What follows belongs to an exercise in optimizing a design on an open flow for small area; a production flow would make more cautious choices.
Function was checked by simulation only, so behaviour that the tests miss may differ from the original.
No activity file was given, so power comes from the tool's default toggle rates.

==> module regfile_mp, before the edit <==
module regfile_mp
#(
    parameter int DATA_W = regfile_mp_pkg::RF_DATA_W,
    parameter int ADDR_W = regfile_mp_pkg::RF_ADDR_W
) (
    input  logic                  clk_i,
    input  logic                  rst_ni,
    input  logic [1:0]            we_i,
    input  logic [2*ADDR_W-1:0]   waddr_i,
    input  logic [2*DATA_W-1:0]   wdata_i,
    input  logic [2*ADDR_W-1:0]   raddr_i,
    input  logic                  clr_i,
    output logic                  busy_o,
    output logic [2*DATA_W-1:0]   rdata_o
);
    localparam int DEPTH = 2**ADDR_W;
    logic              busy_q;
    logic [ADDR_W-1:0] ptr_q;
    logic [DEPTH-1:1]  valid_q;
    logic [DATA_W-1:0] memn_q [1:DEPTH-1];    
    logic [ADDR_W-1:0] wa0, wa1;
    logic [DATA_W-1:0] wd0, wd1;
    logic              wr_ok;
    logic [DEPTH-1:1]  h0, h1, hold, clr_e;
    assign wa0 = waddr_i[0 +: ADDR_W];
    assign wa1 = waddr_i[ADDR_W +: ADDR_W];
    assign wd0 = wdata_i[0 +: DATA_W];
    assign wd1 = wdata_i[DATA_W +: DATA_W];
    assign wr_ok = !busy_q && !clr_i;
    always_comb begin
        for (int e = 1; e < DEPTH; e++) begin
            h1[e]    = we_i[1] && wr_ok && (wa1 == ADDR_W'(e));
            h0[e]    = we_i[0] && wr_ok && (wa0 == ADDR_W'(e)) && !h1[e];
            hold[e]  = !(h0[e] || h1[e]);
            clr_e[e] = busy_q && (ptr_q == ADDR_W'(e));
        end
    end
    always_ff @(posedge clk_i or negedge rst_ni) begin
        if (!rst_ni) begin
            busy_q <= 1'b0;
            ptr_q  <= '0;
        end else begin
            busy_q <= busy_q ? (ptr_q != ADDR_W'(DEPTH-1)) : clr_i;
            ptr_q  <= busy_q ? ptr_q + 1'b1 : '0;
        end
    end
    assign busy_o = busy_q;
    always_ff @(posedge clk_i or negedge rst_ni) begin
        if (!rst_ni) begin
            valid_q <= '0;
        end else begin
            valid_q <= (valid_q & ~clr_e) | h0 | h1;
        end
    end
    for (genvar e = 1; e < DEPTH; e++) begin : g_word
        for (genvar b = 0; b < DATA_W; b++) begin : g_bit
            regfile_bit u_bit (
                .clk_i  (clk_i),
                .nh1_i  (!h1[e]),
                .nh0_i  (!h0[e]),
                .hold_i (hold[e]),
                .wd1_i  (wd1[b]),
                .wd0_i  (wd0[b]),
                .qn_o   (memn_q[e][b])
            );
        end
    end
    logic [DEPTH*DATA_W-1:0] memn_flat;
    always_comb begin
        memn_flat[0 +: DATA_W] = '1;
        for (int e = 1; e < DEPTH; e++) begin
            memn_flat[e*DATA_W +: DATA_W] = memn_q[e];
        end
    end
    for (genvar j = 0; j < 2; j++) begin : g_rd
        logic [ADDR_W-1:0] ra;
        logic [DEPTH-1:1]  nsel;      
        logic [DATA_W-1:0] arr;       
        logic              byp1, byp0;
        logic [DATA_W-1:0] rdata_d, rdata_q;
        assign ra = raddr_i[j*ADDR_W +: ADDR_W];
        always_comb begin
            for (int e = 1; e < DEPTH; e++) begin
                nsel[e] = !((ra == ADDR_W'(e)) && valid_q[e]);
            end
        end
        regfile_rd_port #(
            .DATA_W (DATA_W),
            .DEPTH  (DEPTH)
        ) u_rd_port (
            .nsel_i  (nsel),
            .memn_i  (memn_flat),
            .rdata_o (arr)
        );
        assign byp1 = we_i[1] && wr_ok && (wa1 == ra) && (ra != '0);
        assign byp0 = we_i[0] && wr_ok && (wa0 == ra) && (ra != '0) && !byp1;
        always_comb begin
            rdata_d = ({DATA_W{byp1}} & wd1) |
                      ({DATA_W{byp0}} & wd0) |
                      ({DATA_W{!(byp1 || byp0)}} & arr);
        end
        always_ff @(posedge clk_i or negedge rst_ni) begin
            if (!rst_ni) begin
                rdata_q <= '0;
            end else begin
                rdata_q <= rdata_d;
            end
        end
        assign rdata_o[j*DATA_W +: DATA_W] = rdata_q;
    end
endmodule
export LEC_CHECK = 0
export CAP_MARGIN = 20
export CORE_MARGIN = 2
export CORE_UTILIZATION = 45
export PLACE_DENSITY = 0.47
export SLEW_MARGIN = 20
export SYNTH_HIERARCHICAL = 1
export SYNTH_MINIMUM_KEEP_SIZE = 0
create_clock -name core_clock -period 4.0 [get_ports {clk_i}]
standard.sh (not shown) runs the stock make flow with config.mk's settings and CLKGATE_MAP_FILE= SYNTH_SCRIPT=/design/flow/synth_recipe.tcl, a recipe that flattens the netlist after the stock synthesis.
==> flow/flow/run.sh <==
#!/bin/bash
# Layout flow: the standard flow (standard.sh: unchanged synthesis, floorplan,
# power grid and tap cells, placement, routing), with these changes to how the
# layout is made:
#  - at the start of floorplan, gates that synthesis sized up are set back to
#    drive strength 1 (downsize.tcl); the resizer sizes up again where needed,
#  - port buffers are buf_2 cells instead of delay cells,
#  - the clock tree has no dummy loads and uses larger sink clusters.
set -euo pipefail
here=$(pwd)
export PRE_FLOORPLAN_TCL="$here/flow/downsize.tcl"
export BUFFER_PORTS_ARGS="-buffer_cell sky130_fd_sc_hd__buf_2"
export CTS_ARGS="-sink_clustering_enable -repair_clock_nets -dont_use_dummy_load -sink_clustering_size 40 -sink_clustering_max_diameter 60"
bash standard.sh synth > log_synth.txt 2>&1
bash standard.sh > log_layout.txt 2>&1
==> flow/flow/downsize.tcl <==
# Set every combinational gate that synthesis sized up back to its smallest
# drive strength; the resizer sizes up again where timing or slew needs it.
set db [ord::get_db]
set n 0
foreach inst [[ord::get_db_block] getInsts] {
  set m [[$inst getMaster] getName]
  if {![regexp {^(sky130_fd_sc_hd__([a-z0-9]+))_([0-9]+)$} $m -> base kind size]} { continue }
  if {$size <= 1} { continue }
  if {![regexp {^(a[0-9bo]+i?|o[0-9ab]+i?|nand[0-9b]*|nor[0-9b]*|and[0-9b]*|or[0-9b]*|xor[0-9]|xnor[0-9]|mux2i?|mux4|inv|maj3)$} $kind]} { continue }
  set new [$db findMaster ${base}_1]
  if {$new eq "NULL" || $new eq ""} { continue }
  $inst swapMaster $new
  incr n
}
puts "downsize: $n instances set to drive strength 1"
The baseline passed the timing, DRC and antenna checks.
Rerun with:
--- a/flow/design.v
+++ b/flow/design.v
@@ -171,46 +171,31 @@
         memn_flat[0 +: DATA_W] = '1;
         for (int e = 1; e < DEPTH; e++) begin
             memn_flat[e*DATA_W +: DATA_W] = memn_q[e];
         end
     end
     for (genvar j = 0; j < 2; j++) begin : g_rd
-        logic [ADDR_W-1:0] ra;
-        logic [DEPTH-1:1]  nsel;      
-        logic [DATA_W-1:0] arr;       
-        logic              byp1, byp0;
-        logic [DATA_W-1:0] rdata_d, rdata_q;
-        assign ra = raddr_i[j*ADDR_W +: ADDR_W];
-        always_comb begin
-            for (int e = 1; e < DEPTH; e++) begin
-                nsel[e] = !((ra == ADDR_W'(e)) && valid_q[e]);
+        logic [DEPTH-1:1] nsel_q;    
+        always_ff @(posedge clk_i or negedge rst_ni) begin
+            if (!rst_ni) begin
+                nsel_q <= '1;
+            end else begin
+                for (int e = 1; e < DEPTH; e++) begin
+                    nsel_q[e] <= !((raddr_i[j*ADDR_W +: ADDR_W] == ADDR_W'(e)) &&
+                                   (valid_q[e] || h0[e] || h1[e]));
+                end
             end
         end
         regfile_rd_port #(
             .DATA_W (DATA_W),
             .DEPTH  (DEPTH)
         ) u_rd_port (
-            .nsel_i  (nsel),
+            .nsel_i  (nsel_q),
             .memn_i  (memn_flat),
-            .rdata_o (arr)
+            .rdata_o (rdata_o[j*DATA_W +: DATA_W])
         );
-        assign byp1 = we_i[1] && wr_ok && (wa1 == ra) && (ra != '0);
-        assign byp0 = we_i[0] && wr_ok && (wa0 == ra) && (ra != '0) && !byp1;
-        always_comb begin
-            rdata_d = ({DATA_W{byp1}} & wd1) |
-                      ({DATA_W{byp0}} & wd0) |
-                      ({DATA_W{!(byp1 || byp0)}} & arr);
-        end
-        always_ff @(posedge clk_i or negedge rst_ni) begin
-            if (!rst_ni) begin
-                rdata_q <= '0;
-            end else begin
-                rdata_q <= rdata_d;
-            end
-        end
-        assign rdata_o[j*DATA_W +: DATA_W] = rdata_q;
     end
 endmodule
 module regfile_top (
     input  logic         clk_i,
     input  logic         rst_ni,
     input  logic [1:0]   we_i,
The changed run finished but fails on setup timing.
First-iteration DRC count grows by 17%.
Worst setup slack gets worse by 0.81 ns.
Die area fell by 3.1%.
Core utilization hardly moves.
Synthesized area fell by 3.1%.
Total power falls by 12%.
Global-route usage goes up by 9.6 points.
Design area came out lower by 3.3%.
Hold slack gets better by 0.062 ns.
Sequential power went down by about 7%.
Via count is higher by 2.7%.

-- port drivers added, routing unchanged --
How much do the figures lean on ideal ports? The routed layouts below were timed once more, with nothing changed but the port constraints.
Step 1, drivers: a clkbuf_16 drives clk_i and a buf_2 each remaining input, both assumed.
Step 2, shift: input delay + t, output delay - t, t = (earliest + latest rising clock arrival at the registers) / 2. This alone moves slack from input paths to output paths.
a / b / c = ideal / step 1 / step 2; a / b = the first two.
run | t, ns | slack for setup (ns) | hold slack, ns | slew at the worst register clock pin (ns) | cell pins on the clock port's net
the first run | 0.772 | 0.658 / 0.674 / -0.098 | 0.117 / 0.061 / 0.489 | 0.08 / 0.08 | 1
the second run | 0.792 | -0.156 / -0.238 / 0.310 | 0.179 / 0.139 / 0.489 | 0.10 / 0.10 | 1
With both steps, setup timing fails in the first run, where it was met with ideal ports. The setup slack of the first run, which loses most, moves by +0.016 ns with the drivers and by -0.756 ns with both steps.
